This design comes from an exercise in tuning for small area, a short achievable clock period and few clock cycles on the open sky130 flow, not from production work.
Where RTL was checked, it was by simulation tests only, not by an equivalence proof against the original.
Only the layout flow was run in runs 2 to 5; the RTL was not checked for function there.
No activity file was given, so power comes from the tool's default toggle rates.

==> design/flow/design.v <==
package wr_gen_pkg;
  typedef logic [51:0] addr_t;
  typedef logic [31:0] pattern_t;
  typedef logic [8:0] count_t;
  typedef logic [37:0] incr_t;
  typedef logic [2:0] psize_t;
  typedef logic [511:0] line_t;
  typedef logic [63:0] mask_t;
  localparam int LINE_BYTES = 64;
  typedef enum logic [1:0] {
    SEQ_IDLE  = 2'd0,
    SEQ_RUN   = 2'd1,
    SEQ_DRAIN = 2'd2,
    SEQ_DONE  = 2'd3
  } seq_state_t;
endpackage
module wr_sequencer (
  input  logic                 clk,
  input  logic                 reset_n,
  input  logic                 i_start,
  input  wr_gen_pkg::count_t   i_nai,
  input  wr_gen_pkg::pattern_t i_base_p,
  input  logic                 i_almost_full,
  input  logic                 i_accept,
  output logic                 o_busy,
  output logic                 o_clear,
  output logic                 seq_valid,
  output wr_gen_pkg::count_t   seq_n,
  output wr_gen_pkg::addr_t    seq_addr,
  output wr_gen_pkg::pattern_t seq_pattern
);
  wr_gen_pkg::seq_state_t state;
  wr_gen_pkg::seq_state_t next_state;
  wr_gen_pkg::count_t     n_cnt;
  wr_gen_pkg::pattern_t   p_cnt;
  wr_gen_pkg::count_t     acc_cnt;
  logic       start_run;
  logic       emit;
  assign start_run = i_start && ((state == wr_gen_pkg::SEQ_IDLE) || (state == wr_gen_pkg::SEQ_DONE));
  assign emit = (state == wr_gen_pkg::SEQ_RUN) && (n_cnt < i_nai) && !i_almost_full;
  assign o_clear = start_run;
  assign o_busy = (state == wr_gen_pkg::SEQ_RUN) || (state == wr_gen_pkg::SEQ_DRAIN);
  always_comb
  begin
    next_state = state;
    case (state)
      wr_gen_pkg::SEQ_IDLE:
      begin
        if (start_run)
          next_state = wr_gen_pkg::SEQ_RUN;
      end
      wr_gen_pkg::SEQ_RUN:
      begin
        if (n_cnt >= i_nai)
          next_state = wr_gen_pkg::SEQ_DRAIN;
      end
      wr_gen_pkg::SEQ_DRAIN:
      begin
        if (acc_cnt == i_nai)
          next_state = wr_gen_pkg::SEQ_DONE;
      end
      wr_gen_pkg::SEQ_DONE:
      begin
        if (start_run)
          next_state = wr_gen_pkg::SEQ_RUN;
        else
          next_state = wr_gen_pkg::SEQ_IDLE;
      end
      default:
        next_state = wr_gen_pkg::SEQ_IDLE;
    endcase
  end
  always_ff @(posedge clk)
  begin
    if (!reset_n)
    begin
      state         <= wr_gen_pkg::SEQ_IDLE;
      n_cnt         <= '0;
      acc_cnt       <= '0;
      seq_valid     <= 1'b0;
    end
    else
    begin
      state     <= next_state;
      seq_valid <= emit;
      if (start_run)
        n_cnt <= '0;
      else if (emit)
        n_cnt <= n_cnt + 1'b1;
      if (start_run)
        acc_cnt <= '0;
      else if (i_accept)
        acc_cnt <= acc_cnt + 1'b1;
    end
  end
  always_ff @(posedge clk)
  begin
    if (start_run)
      p_cnt <= i_base_p;
    else if (emit)
      p_cnt <= p_cnt + 1'b1;
    if (emit)
    begin
      seq_n       <= n_cnt;
      seq_pattern <= p_cnt;
    end
  end
  assign seq_addr = '0;
endmodule
module wr_addr_pattern_pipe (
  input  logic                 clk,
  input  logic                 reset_n,
  input  wr_gen_pkg::addr_t    i_base_x,
  input  wr_gen_pkg::incr_t    i_rai,
  input  wr_gen_pkg::psize_t   i_pattern_size,
  input  logic                 seq_valid,
  input  wr_gen_pkg::count_t   seq_n,
  input  wr_gen_pkg::addr_t    seq_addr,
  input  wr_gen_pkg::pattern_t seq_pattern,
  output logic                 pipe_valid,
  output wr_gen_pkg::count_t   pipe_n,
  output wr_gen_pkg::addr_t    pipe_addr,
  output wr_gen_pkg::pattern_t pipe_pattern
);
  logic     s1_valid;
  wr_gen_pkg::count_t   s1_n;
  wr_gen_pkg::addr_t    s1_offset;
  wr_gen_pkg::pattern_t s1_pattern;
  wr_gen_pkg::pattern_t cut_pattern;
  always_comb
  begin
    case (i_pattern_size)
      3'd1:    cut_pattern = {24'd0, seq_pattern[7:0]};
      3'd2:    cut_pattern = {16'd0, seq_pattern[15:0]};
      3'd4:    cut_pattern = seq_pattern;
      default: cut_pattern = '0;
    endcase
  end
  always_ff @(posedge clk)
  begin
    if (!reset_n)
    begin
      s1_valid   <= 1'b0;
      pipe_valid <= 1'b0;
    end
    else
    begin
      s1_valid   <= seq_valid;
      pipe_valid <= s1_valid;
    end
  end
  always_ff @(posedge clk)
  begin
    if (seq_valid)
    begin
      s1_n       <= seq_n;
      s1_pattern <= cut_pattern;
      if (seq_n == '0)
        s1_offset <= '0;
      else
        s1_offset <= s1_offset + wr_gen_pkg::addr_t'(i_rai);
    end
  end
  always_ff @(posedge clk)
  begin
    if (s1_valid)
    begin
      pipe_n       <= s1_n;
      pipe_addr    <= i_base_x + s1_offset;
      pipe_pattern <= s1_pattern;
    end
  end
endmodule
module wr_line_buffer #(
  parameter int BUF_DEPTH  = 16,
  parameter int BUF_THRESH = 10
) (
  input  logic                 clk,
  input  logic                 reset_n,
  input  logic                 i_clear,
  input  logic                 i_pop,
  output logic                 o_almost_full,
  input  logic                 pipe_valid,
  input  wr_gen_pkg::count_t   pipe_n,
  input  wr_gen_pkg::addr_t    pipe_addr,
  input  wr_gen_pkg::pattern_t pipe_pattern,
  output logic                 buf_valid,
  output wr_gen_pkg::count_t   buf_n,
  output wr_gen_pkg::addr_t    buf_addr,
  output wr_gen_pkg::pattern_t buf_pattern
);
  localparam int PTR_W = $clog2(BUF_DEPTH);
  localparam int CNT_W = $clog2(BUF_DEPTH + 1);
  wr_gen_pkg::count_t     n_mem    [BUF_DEPTH];
  wr_gen_pkg::addr_t      addr_mem [BUF_DEPTH];
  wr_gen_pkg::pattern_t   pat_mem  [BUF_DEPTH];
  logic [PTR_W-1:0] wr_ptr;
  logic [PTR_W-1:0] rd_ptr;
  logic [CNT_W-1:0] fill;
  logic             push;
  logic             pop;
  function automatic logic [PTR_W-1:0] next_ptr(input logic [PTR_W-1:0] ptr);
    if (ptr == PTR_W'(BUF_DEPTH - 1))
      next_ptr = '0;
    else
      next_ptr = ptr + 1'b1;
  endfunction
  assign push = pipe_valid;
  assign pop  = i_pop && (fill != '0);
  always_ff @(posedge clk)
  begin
    if (!reset_n || i_clear)
    begin
      wr_ptr <= '0;
      rd_ptr <= '0;
      fill   <= '0;
    end
    else
    begin
      if (push)
        wr_ptr <= next_ptr(wr_ptr);
      if (pop)
        rd_ptr <= next_ptr(rd_ptr);
      if (push && !pop)
        fill <= fill + 1'b1;
      else if (pop && !push)
        fill <= fill - 1'b1;
    end
  end
  always_ff @(posedge clk)
  begin
    if (push)
    begin
      n_mem[wr_ptr]    <= pipe_n;
      addr_mem[wr_ptr] <= pipe_addr;
      pat_mem[wr_ptr]  <= pipe_pattern;
    end
  end
  assign buf_valid   = (fill != '0);
  assign buf_n       = n_mem[rd_ptr];
  assign buf_addr    = addr_mem[rd_ptr];
  assign buf_pattern = pat_mem[rd_ptr];
  assign o_almost_full = (fill >= CNT_W'(BUF_THRESH));
endmodule
module wr_line_issue #(
  parameter int BUF_DEPTH = 16
) (
  input  wr_gen_pkg::psize_t   i_pattern_size,
  input  wr_gen_pkg::mask_t    i_byte_mask,
  input  logic                 i_wr_ready,
  output logic                 o_pop,
  output logic                 o_accept,
  output logic                 o_wr_valid,
  output wr_gen_pkg::addr_t    o_wr_addr,
  output wr_gen_pkg::line_t    o_wr_data,
  output wr_gen_pkg::mask_t    o_wr_strb,
  input  logic                 buf_valid,
  input  wr_gen_pkg::count_t   buf_n,
  input  wr_gen_pkg::addr_t    buf_addr,
  input  wr_gen_pkg::pattern_t buf_pattern
);
  wr_gen_pkg::line_t line_data;
  logic  wr_fire;
  always_comb
  begin : expand_line
    logic [1:0] lane_sel;
    line_data = '0;
    for (int i = 0; i < wr_gen_pkg::LINE_BYTES; i++)
    begin
      case (i_pattern_size)
        3'd2:    lane_sel = 2'(i % 2);
        3'd4:    lane_sel = 2'(i % 4);
        default: lane_sel = 2'd0;
      endcase
      if (i_byte_mask[i])
        line_data[i*8 +: 8] = buf_pattern[lane_sel*8 +: 8];
    end
  end
  assign o_wr_valid = buf_valid;
  assign o_wr_addr  = buf_addr;
  assign o_wr_data  = line_data;
  assign o_wr_strb  = i_byte_mask;
  assign wr_fire  = buf_valid && i_wr_ready;
  assign o_pop    = wr_fire;
  assign o_accept = wr_fire;
endmodule
module wr_gen_top #(
  parameter int BUF_DEPTH  = 16,
  parameter int BUF_THRESH = 10
) (
  input  logic                 clk,
  input  logic                 reset_n,
  input  logic                 i_start,
  input  wr_gen_pkg::count_t   i_nai,
  input  wr_gen_pkg::pattern_t i_base_p,
  input  wr_gen_pkg::addr_t    i_base_x,
  input  wr_gen_pkg::incr_t    i_rai,
  input  wr_gen_pkg::psize_t   i_pattern_size,
  input  wr_gen_pkg::mask_t    i_byte_mask,
  input  logic                 i_wr_ready,
  output logic                 o_busy,
  output logic                 o_wr_valid,
  output wr_gen_pkg::addr_t    o_wr_addr,
  output wr_gen_pkg::line_t    o_wr_data,
  output wr_gen_pkg::mask_t    o_wr_strb
);
  logic almost_full;
  logic pop;
  logic accept;
  logic clear;
  logic                 seq_valid,   pipe_valid,   buf_valid;
  wr_gen_pkg::count_t   seq_n,       pipe_n,       buf_n;
  wr_gen_pkg::addr_t    seq_addr,    pipe_addr,    buf_addr;
  wr_gen_pkg::pattern_t seq_pattern, pipe_pattern, buf_pattern;
  wr_sequencer u_seq (
    .clk(clk), .reset_n(reset_n), .i_start(i_start), .i_nai(i_nai),
    .i_base_p(i_base_p), .i_almost_full(almost_full), .i_accept(accept),
    .o_busy(o_busy), .o_clear(clear), .seq_valid(seq_valid), .seq_n(seq_n), .seq_addr(seq_addr), .seq_pattern(seq_pattern)
  );
  wr_addr_pattern_pipe u_pipe (
    .clk(clk), .reset_n(reset_n), .i_base_x(i_base_x), .i_rai(i_rai),
    .i_pattern_size(i_pattern_size), .seq_valid(seq_valid), .seq_n(seq_n), .seq_addr(seq_addr), .seq_pattern(seq_pattern),
    .pipe_valid(pipe_valid), .pipe_n(pipe_n), .pipe_addr(pipe_addr), .pipe_pattern(pipe_pattern)
  );
  wr_line_buffer #(.BUF_DEPTH(BUF_DEPTH), .BUF_THRESH(BUF_THRESH)) u_buf (
    .clk(clk), .reset_n(reset_n), .i_clear(clear), .i_pop(pop),
    .o_almost_full(almost_full), .pipe_valid(pipe_valid), .pipe_n(pipe_n), .pipe_addr(pipe_addr), .pipe_pattern(pipe_pattern),
    .buf_valid(buf_valid), .buf_n(buf_n), .buf_addr(buf_addr), .buf_pattern(buf_pattern)
  );
  wr_line_issue #(.BUF_DEPTH(BUF_DEPTH)) u_issue (
    .i_pattern_size(i_pattern_size), .i_byte_mask(i_byte_mask), .i_wr_ready(i_wr_ready),
    .o_pop(pop), .o_accept(accept), .o_wr_valid(o_wr_valid), .o_wr_addr(o_wr_addr),
    .o_wr_data(o_wr_data), .o_wr_strb(o_wr_strb), .buf_valid(buf_valid), .buf_n(buf_n), .buf_addr(buf_addr), .buf_pattern(buf_pattern)
  );
endmodule
==> design/flow/run.sh <==
#!/bin/bash
# synth_recipe.tcl (not shown) runs the flow's synth.tcl, then flattens the netlist and writes it again
# the make line also repeats each setting of config.mk as NAME=value (left out here)
make -C /OpenROAD-flow-scripts/flow DESIGN_CONFIG=/design/flow/config.mk WORK_HOME=/design/flow/orfs CLKGATE_MAP_FILE= SYNTH_SCRIPT=/design/flow/synth_recipe.tcl finish
==> design/flow/config.mk <==
export PLATFORM = sky130hd
export DESIGN_NAME = wr_gen_top
export DESIGN_NICKNAME = wr_gen_top
export VERILOG_FILES = /design/flow/design.v
export SDC_FILE = /design/flow/constraint.sdc
export NUM_CORES = 4
export LEC_CHECK = 0
export CAP_MARGIN = 20
export CORE_AREA = 5 5 425 425
export DIE_AREA = 0 0 430 430
export SLEW_MARGIN = 20
==> design/flow/constraint.sdc <==
create_clock -name core_clock -period 6.0 [get_ports {clk}]
set_input_delay 1.2000 -clock core_clock [delete_from_list [all_inputs] [get_ports {clk}]]
set_output_delay 1.2000 -clock core_clock [all_outputs]
set_load 0.01 [all_outputs]
==> metrics.md, run 1 <==
| Metric | Value |
|---|---|
| Outcome | `timing/DRC/antenna clean` |
| Yosys top cell area share | `0.674` |
| Post-Route WL | `214 mm` |
| CP Class | `flip-flop to output port` |
| Max-slew violation count | `0` |
| Critical Path AT | `4.54 ns` |
| Layout Utilization | `0.493` |
| PwrDens | `371 nW/µm²` |
| # resized after CTS | `0` |
| Slew Limit Headroom | `0.281` |
| Final Hold Viols | `0` |
| ANT nets after route | `0` |
| Htree depth | `4` |
| Starting DRT DRC Count | `3,503` |
| Reg2Reg Depth | `10` |
| Die H | `430 µm` |
| Mean post-synth cell area | `17.3 µm²` |
| Commonest non-fill, non-tap cell in the layout | `edfxtp_1` |
| Top cells by area, synth | `edfxtp_1 67%, mux4_2 13%, nor2b_1 2.4%` |
| Tightest Hold Check Type | `flip-flop to flip-flop` |
| RSZ-0062 raised after global routing | `no` |
| Total Routing Usage GR | `0.225` |
| Antenna violations before repair | `22` |
| Vias per cell | `5.45` |
| Share of cells above drive strength 1 | `0.161` |
| Setup-failing EPs final | `0` |
| Chip width | `430 µm` |
| Yosys cell types | `80` |
| Clock Path Buffers | `3` |
| Vias in the first global route | `39,852` |
| First-pass GRT wire length | `300 mm` |
| Peak Freq | `174 MHz` |
| Design Area, Final | `86,600 µm²` |
| Initial Utilization | `0.402` |
| Total CTS buffers | `167` |
| CTS tree | `done` |
| First-pass iteration count of the detailed router | `5` |
| Final min period | `5.74 ns` |
| Pleak | `27.8 nW` |
| Largest net degree at the start of global routing | `99` |
| Syn Nets | `4,394` |
| Area post-placement | `81,400 µm²` |
| Most frequent cells in the layout | `1,585 x edfxtp_1, 831 x clkdlybuf4s50_1, 413 x mux4_2, 267 x nor2b_1, 240 x nor2_1` |
| Worst-margin pin slew | `1.08 ns` |
| Core area | `176,000 µm²` |
| WL per Instance | `28.9 µm` |
| Post-synthesis register bit count | `1,625` |
| Fin Clk Skew | `0.0308 ns` |
| Clock slew at reported path FFs | `0.06 ns` |
| Nets | `5,236` |
| Final setup TNS | `0 ns` |
| Routability Congestion | `0.868` |
| Synth area leader | `edfxtp_1` |
| I/O pin count | `832` |
| Std-Cell Rows | `154` |
| Crit-path max FO | `33` |
| Clk root buf | `clkbuf_16` |
| Synth async-reset ratio | `0` |
| Max VDD drop | `0.000353 V` |
| Synth warnings | `4` |
| Primary FF master, synth | `edfxtp_1` |
| Area Overhead vs Synth | `22.8%` |
| CTS sink cnt | `1,625` |
| Post-Syn Area | `70,600 µm²` |
| Mapped Cells | `4,074` |
| Hold WS | `0.422 ns` |
| Total of max-cap violations | `0` |
| DP Wirelength | `141 mm` |
| Number of synthesized flops with an enable pin | `1,585` |
| Sequential area share after synthesis | `0.686` |
| Clock latency (worst-skew pair) | `0.80 ns` |
| Crit start category | `flip-flop` |
| Critical path capture point type | `output port` |
| Worst Path Required | `4.80 ns` |
| Grt ovf | `0` |
| Period utilization | `0.957` |
| Hold Path Depth | `0` |
| DIE AREA | `185,000 µm²` |
| CTS Hold Bufs | `0` |
| Post-detailed-route DRC marker count | `0` |
| Postcts setup bufs | `0` |
| Port bufs | `831` |
| Via Count | `40,257` |
==> registers in the layout, indices dropped and copies added, names as in the netlist, named ones only <==
register	count
u_seq.n_cnt	9
u_pipe.s1_valid	1
u_buf.addr_mem	832
u_buf.wr_ptr	4
u_pipe.s1_offset	52
u_seq.acc_cnt	9
u_pipe.pipe_pattern	32
u_buf.pat_mem	512
u_seq.seq_n	9
u_seq.p_cnt	32
u_seq.seq_pattern	32
u_buf.rd_ptr	4
u_buf.fill	5
u_pipe.s1_pattern	32
u_seq.state	2
u_pipe.pipe_addr	52
u_pipe.pipe_valid	1
u_seq.seq_valid	1
==> layout make-up <==
| class | count | area, µm² |
|---|---|---|
| fill | 14738 | 89100 |
| sequential | 1625 | 48400 |
| multi-input combinational | 2144 | 20700 |
| timing repair buffer | 920 | 9140 |
| clock buffer | 198 | 4340 |
| tap | 2340 | 2930 |
| clock inverter | 102 | 872 |
| inverter | 58 | 218 |
| antenna | 4 | 10.0 |
==> Yosys cell counts (all sizes together) (3+ instances only) <==
library cell and instances:
a211o 4, mux2 8, a2111oi 6, a31o 3, nand4 40, inv 58, nor2 241, nand3 36
nor2b 268, dfxtp 40, a211oi 6, a21boi 4, nand2 134, or3 8, a221oi 4, o211ai 7
o2111ai 3, a21o 58, a21oi 127, xor2 78, fa 3, edfxtp 1585, xnor2 79, o21bai 16
and3 26, nand2b 13, o31ai 6, and2 205, o21ai 95, ha 115, clkbuf 106, a31oi 12
buf 141, mux2i 43, nor3 30, or2 6, mux4 413, o21a 11, a221o 3, and4 8
==> worst max-delay path, stage by stage, from the launching register on <==
cell and delay, ns:
dfxtp_4 0.55, buf_12 0.30, mux4_2 0.55, mux4_2 0.80, mux2i_4 0.80, nor2b_1 0.12, clkdlybuf4s50_1 0.55
==> per-layer routing <==
| metal | part of all wire | vias up | track usage |
|---|---|---|---|
| met4 | 0.024 | 4 | 0.0539 |
| met2 | 0.48 | 1443 | 0.365 |
| met3 | 0.065 | 258 | 0.0424 |
| met1 | 0.43 | 20978 | 0.316 |
| li1 | - | 17574 | - |
| met5 | 0.00014 | - | 0 |
==> power breakdown <==
group,leakage (nW),internal (W),switching (W)
registers,14.6,0.0133,0.000619
logic,10.6,0.00398,0.00437
clock network,2.55,0.00558,0.00431
==> cell families (layout without fill, tap and decap cells) <==
| family | count (synthesis) | after routing | synth area share |
|---|---|---|---|
| other | 0 | 4 | 0 |
| buffers and inverters | 305 | 1278 | 0.0219 |
| muxes | 464 | 464 | 0.139 |
| AOI/OAI and AO/OA | 381 | 381 | 0.0352 |
| and+or+nand+nor | 1024 | 1024 | 0.0772 |
| xor gates and xnor gates | 157 | 157 | 0.0195 |
| adders and majority gates | 118 | 118 | 0.0212 |
| DFF | 1625 | 1625 | 0.686 |
==> final timing paths <==
kind                        startpoint                      to  slack, ns
setup reg to reg   u_pipe.s1_offset[7]    u_pipe.pipe_addr[49]       2.12
hold reg to reg   u_pipe.s1_pattern[4]  u_pipe.pipe_pattern[4]       0.42
setup / recovery             flip-flop          o_wr_data[119]       0.26
hold / removal    u_pipe.s1_pattern[4]  u_pipe.pipe_pattern[4]       0.42
==> stage by stage <==
stage	std cells	setup WS (ns)	power, W
3_5_place_dp	7086	0.618	0.0226
3_3_place_gp	7086	0.644	0.0225
6_report	7391	0.258	0.0322
5_1_grt	7389	0.0194	0.0335
4_1_cts	7386	0.0358	0.0325
2_1_floorplan	4074	0.756	0.0188
Testbench counts, summed over its fixed seeds: cycles 143,065.
==> inputs of run 2 (changes only) <==
==> design/flow/design.v (replaced) <==
package wr_gen_pkg;
  typedef logic [51:0] addr_t;
  typedef logic [31:0] pattern_t;
  typedef logic [8:0] count_t;
  typedef logic [37:0] incr_t;
  typedef logic [2:0] psize_t;
  typedef logic [511:0] line_t;
  typedef logic [63:0] mask_t;
  localparam int LINE_BYTES = 64;
  typedef enum logic [1:0] {
    SEQ_IDLE  = 2'd0,
    SEQ_RUN   = 2'd1,
    SEQ_DRAIN = 2'd2,
    SEQ_DONE  = 2'd3
  } seq_state_t;
endpackage
module wr_gen_top (
  input  logic                 clk,
  input  logic                 reset_n,
  input  logic                 i_start,
  input  wr_gen_pkg::count_t   i_nai,
  input  wr_gen_pkg::pattern_t i_base_p,
  input  wr_gen_pkg::addr_t    i_base_x,
  input  wr_gen_pkg::incr_t    i_rai,
  input  wr_gen_pkg::psize_t   i_pattern_size,
  input  wr_gen_pkg::mask_t    i_byte_mask,
  input  logic                 i_wr_ready,
  output logic                 o_busy,
  output logic                 o_wr_valid,
  output wr_gen_pkg::addr_t    o_wr_addr,
  output wr_gen_pkg::line_t    o_wr_data,
  output wr_gen_pkg::mask_t    o_wr_strb
);
  logic                 busy;
  logic                 valid;
  wr_gen_pkg::count_t   rem;       
  wr_gen_pkg::addr_t    addr;      
  logic [31:0]          lanes;     
  wr_gen_pkg::mask_t    mask;
  logic start_run;
  logic accept;
  logic size1, size2, size4;
  logic [31:0] base_lanes;
  logic [31:0] next_lanes;
  assign start_run = i_start && !busy;
  assign accept    = valid && i_wr_ready;
  assign size1 = (i_pattern_size == 3'd1);
  assign size2 = (i_pattern_size == 3'd2);
  assign size4 = (i_pattern_size == 3'd4);
  always_comb
  begin
    base_lanes = '0;
    if (size1)
      base_lanes = {4{i_base_p[7:0]}};
    else if (size2)
      base_lanes = {2{i_base_p[15:0]}};
    else if (size4)
      base_lanes = i_base_p;
  end
  always_comb
  begin : step_lanes
    logic [7:0]  b0;
    logic [15:0] h0;
    logic [31:0] w0;
    b0 = lanes[7:0] + 1'b1;
    h0 = lanes[15:0] + 1'b1;
    w0 = lanes + 1'b1;
    if (size4)
      next_lanes = w0;
    else if (size2)
      next_lanes = {2{h0}};
    else if (size1)
      next_lanes = {4{b0}};
    else
      next_lanes = '0;
  end
  always_ff @(posedge clk)
  begin
    if (!reset_n)
    begin
      busy  <= 1'b0;
      valid <= 1'b0;
    end
    else if (start_run)
    begin
      busy  <= 1'b1;
      valid <= (i_nai != '0);
    end
    else if (!valid || (accept && (rem == 9'd1)))
    begin
      busy  <= 1'b0;
      valid <= 1'b0;
    end
  end
  always_ff @(posedge clk)
  begin
    if (start_run)
    begin
      rem   <= i_nai;
      addr  <= i_base_x;
      lanes <= base_lanes;
      mask  <= i_byte_mask;
    end
    else if (accept)
    begin
      rem   <= rem - 1'b1;
      addr  <= addr + wr_gen_pkg::addr_t'(i_rai);
      lanes <= next_lanes;
    end
  end
  assign o_busy     = busy;
  assign o_wr_valid = valid;
  assign o_wr_addr  = addr;
  assign o_wr_strb  = mask;
  always_comb
  begin
    for (int i = 0; i < wr_gen_pkg::LINE_BYTES; i++)
      o_wr_data[i*8 +: 8] = mask[i] ? lanes[8*(i%4) +: 8] : 8'd0;
  end
endmodule
==> run 2 against run 1 <==
Compared with the run above:
- setup slack improved by 1.6 ns
- clock power fell by 88%
- routed wire length is 57% lower
- critical path depth up 4
- critical path type is now primary input to flip-flop
- largest cell class is now buffers
- largest power group is now combinational logic
==> metrics.md, run 2 <==
| Metric | Value |
|---|---|
| Outcome | `timing/DRC/antenna clean` |
| Clock Power Share | `0.230 (-0.077)` |
| CTS tree | `done` |
| Crit start category | `primary input` |
| Setup-failing EPs final | `0 (unchanged)` |
| Total Routing Usage GR | `0.0944 (-0.130)` |
| Commonest non-fill, non-tap cell in the layout | `clkdlybuf4s50_1` |
| ANT nets after route | `0 (unchanged)` |
| Worst Path Required | `6.36 ns (+1.56 ns)` |
| I/O pin count | `832 (unchanged)` |
| Sequential area share after synthesis | `0.364 (-0.322)` |
| Largest net degree at the start of global routing | `104 (+5.1%)` |
| Critical Path AT | `4.51 ns (-0.03 ns)` |
| Total CTS buffers | `17 (-90%)` |
| DRT met1 WL | `32.2 mm (-65%)` |
| Chip width | `430 µm (unchanged)` |
| DIE AREA | `185,000 µm² (unchanged)` |
| Critical path capture point type | `flip-flop` |
| Most frequent cells in the layout | `831 x clkdlybuf4s50_1, 516 x and2_1, 157 x edfxtp_1, 106 x a21oi_1, 103 x nand2_1` |
| Grt ovf | `0 (unchanged)` |
| Postcts setup bufs | `0 (unchanged)` |
| Footprint of the multi-input gates | `7850 µm² (-62%)` |
| First-pass iteration count of the detailed router | `6 (+1)` |
| WL per Instance | `19.9 µm (-31%)` |
| Final min period | `4.16 ns (-1.58 ns)` |
| Starting DRT DRC Count | `977 (-72%)` |
| Yosys cell types | `70 (-13%)` |
| Primary FF master, synth | `edfxtp_1` |
| Crit path cell chain | `clkdlybuf4s50_1 > ha_1 > a211oi_1 > o211ai_1 > a21oi_1 > o22ai_1 > o211ai_1 > a21boi_1 > o21a_1 > o31ai_1` |
| # resized after CTS | `0 (unchanged)` |
| Synth area leader | `edfxtp_1` |
| Clock latency (worst-skew pair) | `0.54 ns (-0.26 ns)` |
| Post-Syn Area | `13,100 µm² (-81%)` |
| Combinational share of power | `0.451 (+0.192)` |
| CP Depth | `10 (+4)` |
| Slew Limit Headroom | `0.230 (-0.0508)` |
| Port bufs | `831 (unchanged)` |
| Final Hold Viols | `0 (unchanged)` |
| DR WL met2 | `48.1 mm (-54%)` |
| Clock Path Buffers | `2 (-1)` |
| Hold Path Depth | `2 (+2)` |
| Max-slew violation count | `0 (unchanged)` |
| Area Overhead vs Synth | `89.2%` |
| Top cells by area, synth | `edfxtp_1 36%, and2_1 25%, a21oi_1 4.1%` |
| Period utilization | `0.693 (-0.264)` |
| First-pass GRT wire length | `121 mm (-60%)` |
| Nets | `2,524 (-52%)` |
| CP delay by family, top | `compound AO/OA/AOI/OAI gates` |
| Switching Fraction | `0.400 (+0.111)` |
| Vias in the first global route | `14,176 (-64%)` |
| Mean post-synth cell area | `8.64 µm² (-50%)` |
| CTS Hold Bufs | `0 (unchanged)` |
| Crit-path max FO | `4 (-88%)` |
| CP most frequent cell | `o211ai_1` |
| Post-Route WL | `92.4 mm (-57%)` |
| Synth warnings | `1 (-3)` |
| Yosys top cell area share | `0.361 (-0.314)` |
| Die H | `430 µm (unchanged)` |
| Post-synthesis register bit count | `159 (-90%)` |
| Met3 WL | `6.64 mm (-52%)` |
| Std-Cell Rows | `154 (unchanged)` |
| Area post-placement | `24,100 µm² (-70%)` |
| Max incr delay on CP | `0.66 ns (-0.14 ns)` |
| Htree depth | `4 (unchanged)` |
| Max FFs per register | `64 (-92%)` |
| PwrDens | `216 nW/µm² (-42%)` |
| Number of synthesized flops with an enable pin | `157 (-90%)` |
| Total of max-cap violations | `0 (unchanged)` |
| Crit path buf inv count | `1 (-1)` |
| Worst-margin pin slew | `1.15 ns (+0.0762 ns)` |
| Via Count | `14,649 (-64%)` |
| Top Registers | `mask (64), addr (52), lanes (32)` |
| Crit-path slowest cell | `o211ai_1` |
| Final setup TNS | `0 ns (unchanged)` |
| Flop pwr share | `0.319 (-0.114)` |
| Routability Congestion | `0.821 (-5.4%)` |
| DP Wirelength | `76.7 mm (-46%)` |
| Pleak | `8.26 nW (-70%)` |
| Synth cell count leaders | `516 x and2_1, 157 x edfxtp_1, 106 x a21oi_1` |
| Core area | `176,000 µm² (unchanged)` |
| Synth async-reset ratio | `0 (unchanged)` |
| Antenna violations before repair | `32 (+45%)` |
| RSZ-0062 raised after global routing | `no` |
| Peak Freq | `241 MHz (+38%)` |
| Share of cells above drive strength 1 | `0.0323 (-0.128)` |
| Clk root buf | `clkbuf_16` |
| Max VDD drop | `0.000254 V (-28%)` |
| Design Area, Final | `24,700 µm² (-71%)` |
| Post-detailed-route DRC marker count | `0 (unchanged)` |
| Reg2Reg Depth | `9 (-1)` |
| Mapped Cells | `1,513 (-63%)` |
| Vias per cell | `3.15 (-42%)` |
| Top reg by flops | `mask` |
| Layout fillers | `20,000 (+36%)` |
| Top Metal Used | `met5` |
| Layout Utilization | `0.141 (-0.352)` |
| Internal power | `0.00320 W (-86%)` |
| Reg area | `4750 µm² (-90%)` |
| Fin Clk Skew | `0.0202 ns (-0.0106 ns)` |
| Clock slew at reported path FFs | `0.08 ns (+0.02 ns)` |
| Tightest Hold Check Type | `flip-flop to flip-flop` |
| Syn Nets | `1,757 (-60%)` |
| CTS sink cnt | `159 (-90%)` |
| CP Class | `primary input to flip-flop` |
| Most frequent cell after synthesis | `and2_1` |
| Initial Utilization | `0.0744 (-0.327)` |
| Net Sw Power | `0.00213 W (-77%)` |
==> run 2: metal layers <==
layer,vias to the layer above,GRT usage
met1,7028,0.0953
li1,6766,-
met5,-,0
met4,6,0.0538
met2,706,0.172
met3,143,0.0281
==> run 2: worst paths after layout <==
check	startpoint	end	slack [ns]
worst max-delay path	i_rai[1]	addr[37]	1.84
worst max register to register	addr[1]	addr[37]	2.50
worst min register to register	busy	busy	0.54
worst min-delay path	busy	busy	0.54
==> run 2: worst reg2reg max path: cells and delay by family, from the launching register on <==
kind            cells  cell delay, ns
compound gates      8            2.57
flops               1            0.45
fa+ha+maj           1            0.32
==> run 2: final cells by class <==
cell class,instances,share of cell area
Multi-Input combinational cell,1231,0.317
Timing Repair Buffer,850,0.343
Clock buffer,20,0.0189
Inverter,21,0.00339
Tap cell,2340,0.118
Antenna cell,20,0.00202
Clock inverter,12,0.00496
Sequential cell,159,0.192
==> run 2: power by group through the flow <==
stage               Combinational [W]  Clock (W)  Sequential [W]
finish                        0.00241    0.00123         0.00171
global route                  0.00258    0.00132         0.00173
CTS                           0.00245    0.00132         0.00171
floorplan                     0.00115          0         0.00156
global placement              0.00242          0         0.00173
detailed placement            0.00244          0         0.00173
==> run 2: kinds of logic (layout without fill, tap and decap cells) <==
logic type	count (synthesis)	count (layout)	share of synthesized area
compound gates	283	283	0.142
xor+xnor	78	78	0.0522
fa+ha+maj	42	42	0.0408
buf+inv	123	903	0.0374
flops	159	159	0.364
mux	3	3	0.00249
other cells	0	20	0
simple gates	825	825	0.362
==> run 2: per-stage QoR <==
| step | std cells | hold WS (ns) | power [W] | setup WS [ns] |
|---|---|---|---|---|
| 2_1_floorplan | 1513 | 0.542 | 0.00271 | 1.34 |
| 3_3_place_gp | 4601 | 0.526 | 0.00415 | 1.27 |
| 3_5_place_dp | 4601 | 0.523 | 0.00417 | 1.25 |
| 4_1_cts | 4633 | 0.539 | 0.00547 | 1.86 |
| 5_1_grt | 4645 | 0.583 | 0.00563 | 1.68 |
| 6_report | 4653 | 0.543 | 0.00534 | 1.84 |
==> inputs of run 3 (changes only) <==
==> design/flow/flow/run.sh (new file) <==
#!/bin/bash
# The standard layout, with the port buffers made from buf_2 cells.
export BUFFER_PORTS_ARGS="-buffer_cell sky130_fd_sc_hd__buf_2"
bash standard.sh > standard.log 2>&1
==> design/flow/standard.sh (new file) <==
#!/bin/bash
# synth_recipe.tcl (not shown) runs the flow's synth.tcl, then flattens the netlist and writes it again
# the make line also repeats each setting of config.mk as NAME=value (left out here)
make -C /OpenROAD-flow-scripts/flow DESIGN_CONFIG=/design/flow/config.mk WORK_HOME=/design/flow/orfs CLKGATE_MAP_FILE= SYNTH_SCRIPT=/design/flow/synth_recipe.tcl "${@:-finish}"
removed: design/flow/run.sh
==> run 3 against run 2 <==
Compared with the run above:
- critical path type unchanged
- die area did not move
- sequential share of layout area rose by 3.9 points
- non-clock buffer count fell by 1
- critical endpoint is now addr[36]
- sequential power barely moved
- design area fell by 17%
- register-to-register slack improved by 0.06 ns
- via count rose by 3.2%
- routed wire length fell by 3.3%
- critical path depth rose by 2
- still clean on timing, DRC and antenna
- highest routed layer unchanged
- combinational power fell by 18%
- area after synthesis did not move
- cell count barely moved
==> metrics.md, run 3 <==
| Metric | Value |
|---|---|
| Clock Power Share | `0.250 (+0.020)` |
| CP Class | `primary input to flip-flop` |
| Nets | `2,523 (-0.040%)` |
| Via Count | `15,112 (+3.2%)` |
| Crit start category | `primary input` |
| Hold Path Depth | `2 (unchanged)` |
| Largest net degree at the start of global routing | `81 (-22%)` |
| Cell total after placement | `4,600 (-0.022%)` |
| FF-to-FF Start | `lanes[7]` |
| Final Hold Viols | `0 (unchanged)` |
| Cell Count, Final, Fillers Out | `4,657 (+0.086%)` |
| Max VDD drop | `0.000239 V (-5.9%)` |
| Outcome | `timing/DRC/antenna clean` |
| Post-Syn Area | `13,100 µm² (unchanged)` |
| Peak Freq | `270 MHz (+12%)` |
| Period utilization | `0.617 (-0.0760)` |
| Yosys cell types | `70 (unchanged)` |
| Core area | `176,000 µm² (unchanged)` |
| RSZ-0062 raised after global routing | `no` |
| Total CTS buffers | `17 (unchanged)` |
| Area Overhead vs Synth | `57.2%` |
| Grt ovf | `0 (unchanged)` |
| Clock slew at reported path FFs | `0.08 ns (about the same)` |
| Critical path capture point type | `flip-flop` |
| Hold WS | `0.556 ns (+0.0132 ns)` |
| Sequential area share after synthesis | `0.364 (unchanged)` |
| Switching Fraction | `0.429 (+0.0290)` |
| Syn Nets | `1,757 (unchanged)` |
| Design Area, Final | `20,600 µm² (-17%)` |
| Postcts setup bufs | `0 (unchanged)` |
| Worst-margin pin slew | `1.19 ns (+0.0389 ns)` |
| Fin Clk Skew | `0.0227 ns (+0.00253 ns)` |
| Synth area leader | `edfxtp_1` |
| Register-to-register path setup slack | `2.56 ns (+0.06 ns)` |
| ANT nets after route | `0 (unchanged)` |
| First-pass iteration count of the detailed router | `5 (-1)` |
| Slew Limit Headroom | `0.205 (-0.0259)` |
| I/O pin count | `832 (unchanged)` |
| Commonest non-fill, non-tap cell in the layout | `buf_2` |
| Most frequent cells in the layout | `831 x buf_2, 516 x and2_1, 157 x edfxtp_1, 106 x a21oi_1, 103 x nand2_1` |
| Tot Pwr | `0.00490 W (-8.2%)` |
| Final min period | `3.70 ns (-0.456 ns)` |
| Yosys top cell area share | `0.361 (unchanged)` |
| Tightest Hold Check Type | `flip-flop to flip-flop` |
| Starting DRT DRC Count | `1,270 (+30%)` |
| Mean post-synth cell area | `8.64 µm² (unchanged)` |
| CTS sink cnt | `159 (unchanged)` |
| Number of synthesized flops with an enable pin | `157 (unchanged)` |
| Flop pwr share | `0.348 (+0.029)` |
| CTS Hold Bufs | `0 (unchanged)` |
| Hold EP | `busy` |
| Max-slew violation count | `0 (unchanged)` |
| Max incr delay on CP | `0.53 ns (-0.13 ns)` |
| Final setup TNS | `0 ns (unchanged)` |
| DIE AREA | `185,000 µm² (unchanged)` |
| Crit-path slowest cell | `o21ai_1` |
| Worst Path Required | `6.28 ns (-0.08 ns)` |
| Mapped Cells | `1,513 (unchanged)` |
| WL per Instance | `19.2 µm (-3.4%)` |
| First-pass GRT wire length | `118 mm (-1.9%)` |
| Top reg by flops | `mask` |
| Setup-failing EPs final | `0 (unchanged)` |
| Synth warnings | `1 (unchanged)` |
| DP Wirelength | `74.4 mm (-3.0%)` |
| Area post-placement | `19,900 µm² (-17%)` |
| Clock Path Buffers | `2 (unchanged)` |
| Most frequent cell after synthesis | `and2_1` |
| Synth cell count leaders | `516 x and2_1, 157 x edfxtp_1, 106 x a21oi_1` |
| Hold path startpoint | `busy` |
| Clock latency (worst-skew pair) | `0.53 ns (about the same)` |
| Chip width | `430 µm (unchanged)` |
| Total Routing Usage GR | `0.0917 (-0.00272)` |
| # resized after CTS | `0 (unchanged)` |
| Vias per cell | `3.25 (+3.1%)` |
| Std-Cell Rows | `154 (unchanged)` |
| Internal power | `0.00280 W (-13%)` |
| Reg2Reg Depth | `8 (-1)` |
| Htree depth | `4 (unchanged)` |
| Top Registers | `mask (64), addr (52), lanes (32)` |
| Total of max-cap violations | `0 (unchanged)` |
| Critical Path AT | `3.98 ns (-0.53 ns)` |
| Post-synthesis register bit count | `159 (unchanged)` |
| Top cells by area, synth | `edfxtp_1 36%, and2_1 25%, a21oi_1 4.1%` |
| Crit path cell chain | `buf_2 > ha_1 > inv_1 > fa_1 > nor2b_1 > o31a_1 > o21ai_1 > nand2_1 > a31o_1 > a31oi_2 > mux2_1 > a2bb2oi_1` |
| CTS tree | `done` |
| Antenna violations before repair | `45 (+41%)` |
| Routability Congestion | `0.869 (+5.8%)` |
| Port bufs | `831 (unchanged)` |
| Vias in the first global route | `14,412 (+1.7%)` |
| Clk root buf | `clkbuf_16` |
| Max FFs per register | `64 (unchanged)` |
| Primary FF master, synth | `edfxtp_1` |
| Net Sw Power | `0.00210 W (-1.5%)` |
| Initial Utilization | `0.0744 (unchanged)` |
| RR Endpoint | `lanes[31]` |
| Post-Route WL | `89.4 mm (-3.3%)` |
| PwrDens | `238 nW/µm² (+10%)` |
| Combinational share of power | `0.402 (-0.049)` |
| Pleak | `8.90 nW (+7.9%)` |
| Die H | `430 µm (unchanged)` |
| Post-detailed-route DRC marker count | `0 (unchanged)` |
| Crit-path max FO | `4 (unchanged)` |
| Synth async-reset ratio | `0 (unchanged)` |
| Share of cells above drive strength 1 | `0.394 (+0.361)` |
run 3: worst max-delay path by stage:
stage,slack [ns],cells past startpoint,start,endpoint
4_1_cts,2.26,10,i_rai[9],addr[46]
5_1_grt,2.16,10,i_rai[8],addr[37]
2_1_floorplan,1.34,5,i_start,addr[0]
3_5_place_dp,1.66,10,i_rai[9],addr[46]
6_report,2.30,12,i_rai[0],addr[36]
3_3_place_gp,1.65,10,i_rai[9],addr[50]
run 3: cell families (layout without fill, tap and decap cells):
logic type / after synthesis / count (layout) / synth area share
xor+xnor: 78 / 78 / 0.0522
buf+inv: 123 / 902 / 0.0374
other cells: 0 / 25 / 0
flops: 159 / 159 / 0.364
fa+ha+maj: 42 / 42 / 0.0408
simple gates: 825 / 825 / 0.362
mux: 3 / 3 / 0.00249
compound gates: 283 / 283 / 0.142
run 3: through the flow:
step | utilization | setup WS [ns]
2_1_floorplan | - | 1.34
3_3_place_gp | 0.113 | 1.65
3_5_place_dp | 0.113 | 1.66
4_1_cts | 0.117 | 2.26
5_1_grt | 0.117 | 2.16
6_report | 0.117 | 2.30
run 3: power by group through the flow:
stage / clock [W] / combinational [W] / sequential, W
2_1_floorplan: 0 / 0.00115 / 0.00156
3_3_place_gp: 0 / 0.00198 / 0.00171
3_5_place_dp: 0 / 0.00200 / 0.00172
4_1_cts: 0.00131 / 0.00200 / 0.00170
5_1_grt: 0.00133 / 0.00215 / 0.00172
6_report: 0.00122 / 0.00197 / 0.00171
run 3: final cells by class:
class	instances	area (µm²)
Fill cell	20315	155000
Multi-Input combinational cell	1231	7850
Sequential cell	159	4750
Timing Repair Buffer	849	4290
Tap cell	2340	2930
Clock buffer	18	429
Clock inverter	14	158
Inverter	21	83.8
Antenna cell	25	62.6
run 3: layer usage:
| layer | share of wire | global-route usage |
|---|---|---|
| met4 | 0.056 | 0.0473 |
| met5 | 0.00054 | 0 |
| met1 | 0.33 | 0.0914 |
| met3 | 0.10 | 0.0359 |
| met2 | 0.51 | 0.165 |
run 3: worst max-delay path: cells and delay by family:
kind            cells  cell delay (ns)
compound gates      5             1.51
fa+ha+maj           2             0.42
buf+inv             2             0.18
mux                 1             0.36
simple gates        2             0.31
==> inputs of run 4 (changes only) <==
--- a/design/flow/design.v
+++ b/design/flow/design.v
@@ -35,8 +35,9 @@
   logic                 valid;
   wr_gen_pkg::count_t   rem;       
   wr_gen_pkg::addr_t    addr;      
-  logic [31:0]          lanes;     
-  wr_gen_pkg::mask_t    mask;
+  logic [31:0]          lanes_n;   
+  wr_gen_pkg::mask_t    mask_n;
+  logic [31:0]          lanes;
   logic start_run;
   logic accept;
   logic size1, size2, size4;
@@ -98,23 +99,24 @@
     begin
       rem   <= i_nai;
       addr  <= i_base_x;
-      lanes <= base_lanes;
-      mask  <= i_byte_mask;
+      lanes_n <= ~base_lanes;
+      mask_n  <= ~i_byte_mask;
     end
     else if (accept)
     begin
       rem   <= rem - 1'b1;
       addr  <= addr + wr_gen_pkg::addr_t'(i_rai);
-      lanes <= next_lanes;
+      lanes_n <= ~next_lanes;
     end
   end
   assign o_busy     = busy;
   assign o_wr_valid = valid;
   assign o_wr_addr  = addr;
-  assign o_wr_strb  = mask;
+  assign o_wr_strb  = ~mask_n;
+  assign lanes      = ~lanes_n;
   always_comb
   begin
     for (int i = 0; i < wr_gen_pkg::LINE_BYTES; i++)
-      o_wr_data[i*8 +: 8] = mask[i] ? lanes[8*(i%4) +: 8] : 8'd0;
+      o_wr_data[i*8 +: 8] = ~({8{mask_n[i]}} | lanes_n[8*(i%4) +: 8]);
   end
 endmodule
==> design/flow/flow/run.sh (replaced) <==
#!/bin/bash
# The standard layout, with the port buffers made from buf_1 cells.
export BUFFER_PORTS_ARGS="-buffer_cell sky130_fd_sc_hd__buf_1"
bash standard.sh > standard.log 2>&1
==> design/flow/config.mk (replaced) <==
export PLATFORM = sky130hd
export DESIGN_NAME = wr_gen_top
export DESIGN_NICKNAME = wr_gen_top
export VERILOG_FILES = /design/flow/design.v
export SDC_FILE = /design/flow/constraint.sdc
export NUM_CORES = 4
export LEC_CHECK = 0
export ABC_CLOCK_PERIOD_IN_PS = 2000
export CAP_MARGIN = 20
export CORE_AREA = 5 5 255 255
export DIE_AREA = 0 0 260 260
export SLEW_MARGIN = 20
==> run 4 against run 3 <==
Compared with the run above:
- still clean on timing, DRC and antenna
- global-route usage grew 9.1 points
- clock-buffer cell count shrank 1
- critical path depth grew 1
- design area shrank 18%
- synthesized cell count grew 16%
- via count shrank 0.11%
- non-clock buffer count shrank 9
- die area shrank 63%
- sequential power shrank 2%
- total power shrank 12%
- flip-flop and latch count is the same
- critical endpoint is now addr[32]
- largest power group is now registers
==> metrics.md, run 4 <==
| Metric | Value |
|---|---|
| Commonest non-fill, non-tap cell in the layout | `buf_1` |
| Synth area leader | `edfxtp_1` |
| Most frequent cells in the layout | `831 x buf_1, 602 x nor2_1, 157 x edfxtp_1, 148 x inv_1, 133 x nand2_1` |
| Pleak | `6.15 nW (-31%)` |
| Flop pwr share | `0.387 (+0.039)` |
| Combinational share of power | `0.350 (-0.052)` |
| Post-Syn Area | `12,600 µm² (-3.7%)` |
| Critical path capture point type | `flip-flop` |
| Largest net degree at the start of global routing | `103 (+27%)` |
| Hold EP | `busy` |
| Hold WS | `0.512 ns (-0.0442 ns)` |
| CTS Hold Bufs | `0 (unchanged)` |
| Crit-path slowest cell | `o31ai_1` |
| Postcts setup bufs | `0 (unchanged)` |
| PwrDens | `258 nW/µm² (+8.1%)` |
| Core area | `61,800 µm² (-65%)` |
| Number of synthesized flops with an enable pin | `157 (unchanged)` |
| Worst-margin pin slew | `1.03 ns (-0.161 ns)` |
| Mean post-synth cell area | `7.20 µm² (-17%)` |
| I/O pin count | `832 (unchanged)` |
| Final Hold Viols | `0 (unchanged)` |
| Net Sw Power | `0.00182 W (-14%)` |
| First-pass GRT wire length | `93.0 mm (-21%)` |
| Yosys top cell area share | `0.375 (+0.0140)` |
| Port bufs | `831 (unchanged)` |
| Chip width | `260 µm (-40%)` |
| Clock Power Share | `0.263 (+0.013)` |
| Yosys cell types | `68 (-2.9%)` |
| Clock slew at reported path FFs | `0.08 ns (about the same)` |
| Cell Count, Final, Fillers Out | `3,292 (-29%)` |
| Max FFs per register | `64 (unchanged)` |
| Clock latency (worst-skew pair) | `0.50 ns (-0.03 ns)` |
| Tightest Hold Check Type | `flip-flop to flip-flop` |
| Crit start category | `primary input` |
| Hold Path Depth | `2 (unchanged)` |
| Crit-path max FO | `3 (-1)` |
| Top cells by area, synth | `edfxtp_1 37%, nor2_1 18%, inv_1 4.4%` |
| Worst Path Required | `6.22 ns (-0.06 ns)` |
| Post-synthesis register bit count | `159 (unchanged)` |
| Grt ovf | `0 (unchanged)` |
| CP Class | `primary input to flip-flop` |
| RSZ-0062 raised after global routing | `no` |
| First-pass iteration count of the detailed router | `6 (+1)` |
| Synth warnings | `1 (unchanged)` |
| Max-slew violation count | `0 (unchanged)` |
| ANT nets after route | `0 (unchanged)` |
| Layout fillers | `6,967 (-66%)` |
| CTS tree | `done` |
| Internal power | `0.00251 W (-10%)` |
| Register-to-register path setup slack | `2.71 ns (+0.15 ns)` |
| RR Endpoint | `addr[32]` |
| Mapped Cells | `1,749 (+16%)` |
| Most frequent cell after synthesis | `nor2_1` |
| Peak Freq | `269 MHz (-0.58%)` |
| Clock Path Buffers | `2 (unchanged)` |
| # resized after CTS | `0 (unchanged)` |
| Total Routing Usage GR | `0.183 (+0.0911)` |
| Initial Utilization | `0.204 (+0.129)` |
| Starting DRT DRC Count | `1,599 (+26%)` |
| Top reg by flops | `mask_n` |
| Crit path cell chain | `buf_1 > ha_1 > inv_1 > fa_1 > nor2b_1 > o211a_1 > o21ai_1 > o31ai_1 > a21oi_1 > o21ai_1 > a21boi_0 > xor2_1 > a21oi_1` |
| Hold path startpoint | `busy` |
| Syn Nets | `1,993 (+13%)` |
| Vias per cell | `4.59 (+41%)` |
| Final setup TNS | `0 ns (unchanged)` |
| Htree depth | `4 (unchanged)` |
| Fin Clk Skew | `0.0181 ns (-0.00458 ns)` |
| Vias in the first global route | `14,492 (+0.56%)` |
| Total of max-cap violations | `0 (unchanged)` |
| Clk root buf | `clkbuf_16` |
| DIE AREA | `67,600 µm² (-63%)` |
| CTS sink cnt | `159 (unchanged)` |
| Share of cells above drive strength 1 | `0.0273 (-0.366)` |
| Total CTS buffers | `17 (unchanged)` |
| Max incr delay on CP | `0.48 ns (-0.05 ns)` |
| Final min period | `3.72 ns (+0.0215 ns)` |
| Area Overhead vs Synth | `33.4%` |
| Routability Congestion | `0.958 (+10%)` |
| Antenna violations before repair | `4 (-91%)` |
| Reg area | `4750 µm² (unchanged)` |
| Max VDD drop | `0.000218 V (-8.8%)` |
| Nets | `2,682 (+6.3%)` |
| Std-Cell Rows | `91 (-41%)` |
| FF-to-FF Start | `addr[0]` |
| Footprint of the multi-input gates | `6630 µm² (-16%)` |
| Post-Route WL | `66.1 mm (-26%)` |
| WL per Instance | `20.1 µm (+4.7%)` |
| Top Registers | `mask_n (64), addr (52), lanes_n (32)` |
| Outcome | `timing/DRC/antenna clean` |
| DP Wirelength | `53.2 mm (-28%)` |
| Slew Limit Headroom | `0.312 (+0.107)` |
| Switching Fraction | `0.420 (-0.00870)` |
| Sequential area share after synthesis | `0.378 (+0.0141)` |
| Primary FF master, synth | `edfxtp_1` |
| Synth async-reset ratio | `0 (unchanged)` |
| Reg2Reg Depth | `12 (+4)` |
| Cell total after placement | `3,256 (-29%)` |
| Synth cell count leaders | `602 x nor2_1, 157 x edfxtp_1, 148 x inv_1` |
| Period utilization | `0.620 (+0.00358)` |
| Die H | `260 µm (-40%)` |
| Via Count | `15,095 (-0.11%)` |
| Post-detailed-route DRC marker count | `0 (unchanged)` |
| Setup-failing EPs final | `0 (unchanged)` |
| Critical Path AT | `3.94 ns (-0.04 ns)` |
run 4: worst max-delay path by stage:
| stage | endpoint | from | depth (start not counted) | slack, ns |
|---|---|---|---|---|
| detailed placement | addr[48] | i_rai[0] | 13 | 1.80 |
| CTS | addr[48] | i_rai[0] | 13 | 2.34 |
| finish | addr[32] | i_rai[0] | 13 | 2.28 |
| global route | addr[32] | i_rai[0] | 13 | 2.06 |
| global placement | addr[48] | i_rai[12] | 11 | 1.85 |
| floorplan | addr[0] | i_start | 5 | 1.43 |
run 4: layout make-up:
class | count | area share
antenna | 4 | 0.000596
clock buffer | 17 | 0.0253
clock inverter | 15 | 0.00999
inverter | 150 | 0.0338
multi-input combinational | 1270 | 0.395
sequential | 159 | 0.283
tap | 837 | 0.0624
timing repair buffer | 840 | 0.190
run 4: power by group through the flow:
| stage | registers, W | clock network, W | logic, W |
|---|---|---|---|
| finish | 0.00167 | 0.00114 | 0.00151 |
| global route | 0.00169 | 0.00121 | 0.00167 |
| CTS | 0.00166 | 0.00118 | 0.00151 |
| detailed placement | 0.00169 | 0 | 0.00151 |
| global placement | 0.00169 | 0 | 0.00151 |
| floorplan | 0.00152 | 0 | 0.00106 |
run 4: per-layer routing:
layer / up-vias / part of all wire / track usage / wire (µm)
met1: 6974 / 0.38 / 0.221 / 25400
met3: 151 / 0.10 / 0.0567 / 6780
met2: 906 / 0.47 / 0.295 / 31200
li1: 7064 / - / - / -
met4: 0 / 0.041 / 0.0897 / 2730
met5: - / 0 / 0 / 0
run 4: per-stage QoR:
stage / util / area (µm²) / worst slack (ns) / total power (W)
final: 0.272 / 16800 / 2.28 / 0.00433
after global routing: 0.272 / 16800 / 2.06 / 0.00458
after CTS: 0.271 / 16800 / 2.34 / 0.00435
after floorplan: - / 12600 / 1.43 / 0.00258
after global placement: 0.262 / 16200 / 1.85 / 0.00319
after detailed placement: 0.262 / 16200 / 1.80 / 0.00319
run 4: kinds of logic after synthesis:
| logic type | share of synthesized area |
|---|---|
| simple gates | 0.277 |
| flops | 0.378 |
| compound gates | 0.136 |
| mux | 0.0109 |
| fa+ha+maj | 0.0423 |
| buf+inv | 0.0972 |
| xor+xnor | 0.0591 |
run 4: critical path: cells and delay by family:
family | cells | cell delay (ns)
and+or+nand+nor | 1 | 0.21
AOI/OAI and AO/OA | 7 | 1.62
adders and majority gates | 2 | 0.60
xor gates and xnor gates | 1 | 0.16
buffers and inverters | 2 | 0.14
==> inputs of run 5 (changes only) <==
--- a/design/flow/design.v
+++ b/design/flow/design.v
@@ -43,6 +43,7 @@
   logic size1, size2, size4;
   logic [31:0] base_lanes;
   logic [31:0] next_lanes;
+  wr_gen_pkg::addr_t addr_next;
   assign start_run = i_start && !busy;
   assign accept    = valid && i_wr_ready;
   assign size1 = (i_pattern_size == 3'd1);
@@ -75,6 +76,48 @@
     else
       next_lanes = '0;
   end
+  localparam int RW = 38;   
+  localparam int AW = 52;   
+  localparam int LV = $clog2(RW);
+  logic [RW-1:0] pg_g [LV+1];
+  logic [RW-1:0] pg_p [LV+1];
+  logic [RW-1:0] half_sum;
+  logic [AW-RW-1:0] hi_all;    
+  assign pg_g[0]  = addr[RW-1:0] & i_rai;
+  assign pg_p[0]  = addr[RW-1:0] ^ i_rai;
+  assign half_sum = pg_p[0];
+  for (genvar l = 0; l < LV; l++)
+  begin : g_level
+    for (genvar i = 0; i < RW; i++)
+    begin : g_bit
+      if ((i >> l) % 2 == 1)
+      begin : g_join
+        localparam int J = ((i >> l) << l) - 1;
+        assign pg_g[l+1][i] = pg_g[l][i] | (pg_p[l][i] & pg_g[l][J]);
+        assign pg_p[l+1][i] = pg_p[l][i] & pg_p[l][J];
+      end
+      else
+      begin : g_pass
+        assign pg_g[l+1][i] = pg_g[l][i];
+        assign pg_p[l+1][i] = pg_p[l][i];
+      end
+    end
+  end
+  always_comb
+  begin
+    hi_all[0] = 1'b1;
+    for (int j = 1; j < AW - RW; j++)
+      hi_all[j] = hi_all[j-1] & addr[RW+j-1];
+  end
+  assign addr_next[0] = half_sum[0];
+  for (genvar i = 1; i < RW; i++)
+  begin : g_sum
+    assign addr_next[i] = half_sum[i] ^ pg_g[LV][i-1];
+  end
+  for (genvar j = 0; j < AW - RW; j++)
+  begin : g_hi
+    assign addr_next[RW+j] = addr[RW+j] ^ (pg_g[LV][RW-1] & hi_all[j]);
+  end
   always_ff @(posedge clk)
   begin
     if (!reset_n)
@@ -105,7 +148,7 @@
     else if (accept)
     begin
       rem   <= rem - 1'b1;
-      addr  <= addr + wr_gen_pkg::addr_t'(i_rai);
+      addr  <= addr_next;
       lanes_n <= ~next_lanes;
     end
   end
--- a/design/flow/config.mk
+++ b/design/flow/config.mk
@@ -9,4 +9,5 @@
 export CAP_MARGIN = 20
 export CORE_AREA = 5 5 255 255
 export DIE_AREA = 0 0 260 260
+export SETUP_SLACK_MARGIN = 2.8
 export SLEW_MARGIN = 20
==> run 5 against run 4 <==
Compared with the run above:
- combinational power about the same
- first-iteration DRC count is 19% lower
- worst hold slack worse by 0.0025 ns
- global-route usage fell by 0.16 points
- non-clock buffer count is 52 higher
- flip-flop and latch count unchanged
- clock-buffer cell count increased by 2
- sequential power about the same
- synthesized cell count down 8.1%
- setup slack gained 0.25 ns
==> metrics.md, run 5 <==
| Metric | Value |
|---|---|
| Mapped Cells | `1,608 (-8.1%)` |
| First-pass GRT wire length | `89.9 mm (-3.4%)` |
| Commonest non-fill, non-tap cell in the layout | `buf_1` |
| Clk root buf | `clkbuf_16` |
| Final Hold Viols | `0 (unchanged)` |
| Max VDD drop | `0.000224 V (+3.1%)` |
| Largest net degree at the start of global routing | `75 (-27%)` |
| Total CTS buffers | `17 (unchanged)` |
| Crit-path max FO | `5 (+2)` |
| Core area | `61,800 µm² (unchanged)` |
| Design Area, Final | `17,100 µm² (+1.7%)` |
| Pleak | `6.39 nW (+3.9%)` |
| Clock slew at reported path FFs | `0.07 ns (about the same)` |
| Initial Utilization | `0.192 (-0.0111)` |
| Final min period | `3.47 ns (-0.254 ns)` |
| ANT nets after route | `0 (unchanged)` |
| Synth Area in Compound Gates | `0.119 (-0.0171)` |
| Std-Cell Rows | `91 (unchanged)` |
| Antenna violations before repair | `12 (+8)` |
| Vias in the first global route | `12,865 (-11%)` |
| Total Routing Usage GR | `0.181 (-0.00160)` |
| Clock latency (worst-skew pair) | `0.49 ns (about the same)` |
| Synth area leader | `edfxtp_1` |
| Worst-margin pin slew | `1.01 ns (-0.0239 ns)` |
| Crit path buf inv count | `2 (unchanged)` |
| Critical Path AT | `3.69 ns (-0.25 ns)` |
| Routability Congestion | `0.881 (-8.0%)` |
| Cell Count, Final, Fillers Out | `3,213 (-2.4%)` |
| Most frequent cell after synthesis | `nor2_1` |
| Worst Path Required | `6.22 ns (about the same)` |
| Final WS setup | `2.53 ns (+0.254 ns)` |
| Synth cell count leaders | `584 x nor2_1, 157 x edfxtp_1, 153 x inv_1` |
| Top Registers | `mask_n (64), addr (52), lanes_n (32)` |
| Max-slew violation count | `0 (unchanged)` |
| DP Worst Slack | `1.95 ns (+0.147 ns)` |
| Mean post-synth cell area | `7.40 µm² (+2.8%)` |
| Slew Limit Headroom | `0.328 (+0.0159)` |
| Number of synthesized flops with an enable pin | `157 (unchanged)` |
| Htree depth | `4 (unchanged)` |
| Clock Path Buffers | `2 (unchanged)` |
| RSZ-0062 raised after global routing | `yes` |
| Die H | `260 µm (unchanged)` |
| Switching Fraction | `0.395 (-0.0246)` |
| Internal power | `0.00263 W (+4.8%)` |
| CTS tree | `done` |
| Combinational share of power | `0.353 (+0.003)` |
| Most frequent cells in the layout | `827 x buf_1, 584 x nor2_1, 157 x edfxtp_1, 150 x inv_1, 111 x nand2_1` |
| Period utilization | `0.578 (-0.0423)` |
| WL per Instance | `21.0 µm (+4.8%)` |
| Max incr delay on CP | `0.42 ns (-0.06 ns)` |
| Vias per cell | `4.55 (-0.82%)` |
| Fin Clk Skew | `0.0163 ns (-0.00182 ns)` |
| Primary FF master, synth | `edfxtp_1` |
| Via Count | `14,612 (-3.2%)` |
| Crit path cell chain | `buf_6 > ha_4 > fa_2 > a211oi_4 > o211ai_4 > a32oi_4 > a211oi_2 > nor2_4 > inv_2 > a2111o_1 > o21ai_1 > o41ai_1` |
| Multiplexer area fraction after synthesis | `0.00683 (-0.00410)` |
| Crit start category | `primary input` |
| Synth Area in Simple Gates | `0.276 (-0.00105)` |
| Largest family of logic cells by synthesized area | `simple AND/OR/NAND/NOR gates` |
| Share of cells above drive strength 1 | `0.0666 (+0.0393)` |
| Final setup TNS | `0 ns (unchanged)` |
| Top cells by area, synth | `edfxtp_1 40%, nor2_1 18%, inv_1 4.8%` |
| Area Overhead vs Synth | `43.5%` |
| CTS sink cnt | `159 (unchanged)` |
| Top reg by flops | `mask_n` |
| Synth Area in XOR/XNOR | `0.0442 (-0.0150)` |
| Layout fillers | `6,909 (-0.83%)` |
| Area post-placement | `15,800 µm² (-2.6%)` |
| CP Class | `primary input to flip-flop` |
| Post-Syn Area | `11,900 µm² (-5.5%)` |
| Synth async-reset ratio | `0 (unchanged)` |
| I/O pin count | `832 (unchanged)` |
| Outcome | `timing/DRC/antenna clean` |
| Nets | `2,607 (-2.8%)` |
| Net Sw Power | `0.00172 W (-5.3%)` |
| Sequential area share after synthesis | `0.400 (+0.0218)` |
| Synth warnings | `3 (+2)` |
| Layout Utilization | `0.276 (+0.00473)` |
| CP delay by family, top | `compound AO/OA/AOI/OAI gates` |
| Tightest Hold Check Type | `flip-flop to flip-flop` |
| Yosys cell types | `65 (-4.4%)` |
| First-pass iteration count of the detailed router | `6 (unchanged)` |
| Crit-path slowest cell | `a2111o_1` |
| Register-to-register path setup slack | `2.86 ns (+0.15 ns)` |
| DIE AREA | `67,600 µm² (unchanged)` |
| Setup-failing EPs final | `0 (unchanged)` |
| Post-synthesis register bit count | `159 (unchanged)` |
| Clock Power Share | `0.270 (+0.007)` |
| Cell total after placement | `3,123 (-4.1%)` |
| Post-detailed-route DRC marker count | `0 (unchanged)` |
| Max FFs per register | `64 (unchanged)` |
| Synth Area in Adders | `0.0532 (+0.0109)` |
| Port bufs | `831 (unchanged)` |
| Yosys top cell area share | `0.396 (+0.0216)` |
| Grt ovf | `0 (unchanged)` |
| DP Wirelength | `51.5 mm (-3.1%)` |
| PwrDens | `255 nW/µm² (-1.2%)` |
| Peak Freq | `288 MHz (+7.3%)` |
| Starting DRT DRC Count | `1,295 (-19%)` |
| Flop pwr share | `0.377 (-0.010)` |
| Post-Route WL | `67.6 mm (+2.3%)` |
| Total of max-cap violations | `0 (unchanged)` |
| Critical path capture point type | `flip-flop` |
| Syn Nets | `1,857 (-6.8%)` |
| Chip width | `260 µm (unchanged)` |
-- run 5: path summary, 6_finish.rpt --
check                start       end  cells past startpoint
hold reg to reg       busy      busy                      2
setup / recovery  i_rai[0]  addr[34]                     12
setup reg to reg   addr[0]  addr[34]                     11
hold / removal        busy      busy                      2
-- run 5: layer usage --
layer / GRT usage / vias to the layer above / wire, µm
met3: 0.104 / 120 / 9950
met4: 0.0688 / 12 / 2610
li1: - / 6726 / -
met2: 0.284 / 871 / 30600
met5: 0 / - / 80
met1: 0.205 / 6883 / 24400
-- run 5: stage by stage --
step / hold slack [ns] / total power [W]
2_1_floorplan: 0.511 / 0.00245
3_3_place_gp: 0.485 / 0.00300
3_5_place_dp: 0.499 / 0.00301
4_1_cts: 0.508 / 0.00429
5_1_grt: 0.576 / 0.00459
6_report: 0.509 / 0.00435
-- run 5: power groups by stage --
stage	sequential [W]	clock [W]	combinational, W
4_1_cts	0.00166	0.00122	0.00141
5_1_grt	0.00166	0.00126	0.00168
3_3_place_gp	0.00170	0	0.00130
6_report	0.00164	0.00117	0.00153
2_1_floorplan	0.00152	0	0.000938
3_5_place_dp	0.00170	0	0.00131
-- run 5: cell type report --
type                    count  area, µm²  share of cell area
multi-input cells        1135       6390               0.374
flip-flops and latches    159       4750               0.278
repair buffers            892       3700               0.217
well taps                 837       1050              0.0613
inverters                 153        579              0.0339
clock buffers              19        443              0.0259
clock inverters            13        154             0.00901
diodes                      5       12.5            0.000733
-- run 5: cells by family after synthesis --
kind of cell	count (synthesis)
and+or+nand+nor	798
buffers and inverters	317
AOI/OAI and AO/OA	219
DFF	159
xor gates and xnor gates	60
adders and majority gates	47
muxes	8
-- run 5: timing repair --
action,in CTS,in global routing
gates cloned,2,1
hold buffers,0,0
pin swaps,14,27
setup buffers,23,27
resized for setup,13,32
endpoints found under the setup margin,28,39
endpoints found under the hold margin,0,0
-- run 5: tightest hold or removal path, delay by kind of cell, from the launching register on --
family,cells,cell delay [ns]
DFF,1,0.33
and+or+nand+nor,2,0.14

-- static timing again, ports no longer ideal --
Ports are ideal in the flow. The routed layouts listed here were re-timed in OpenROAD.
Step 1 sets driving cells, clkbuf_16 on the clock port and buf_2 on the other inputs (assumed; they add their load-dependent delay and slew).
Step 2 moves the port delays by t, midway between the first and last clock arrival at a register: inputs arrive t later, outputs are due t later. That takes back most of the time a late clock gives input paths.
Three values: no drivers, after step 1, after step 2; two values: the first two.
run | shift t [ns] | setup slack, ns | hold slack, ns | worst slew at a driven data input, ns
run 1 | 0.858 | 0.258 / 0.187 / 0.587 | 0.422 / 0.422 / 0.422 | 0.20
run 2 | 0.596 | 1.843 / 1.878 / 1.282 | 0.543 / 0.543 / 0.543 | 0.28
run 3 | 0.588 | 2.299 / 2.342 / 1.754 | 0.556 / 0.556 / 0.556 | 0.23
run 4 | 0.538 | 2.277 / 2.290 / 1.753 | 0.512 / 0.512 / 0.512 | 0.20
run 5 | 0.538 | 2.531 / 2.551 / 2.013 | 0.509 / 0.509 / 0.509 | 0.23
After both steps every run listed still meets setup and hold. For run 2, which loses most, drivers alone change the setup slack by +0.035 ns; drivers and shift together by -0.561 ns.
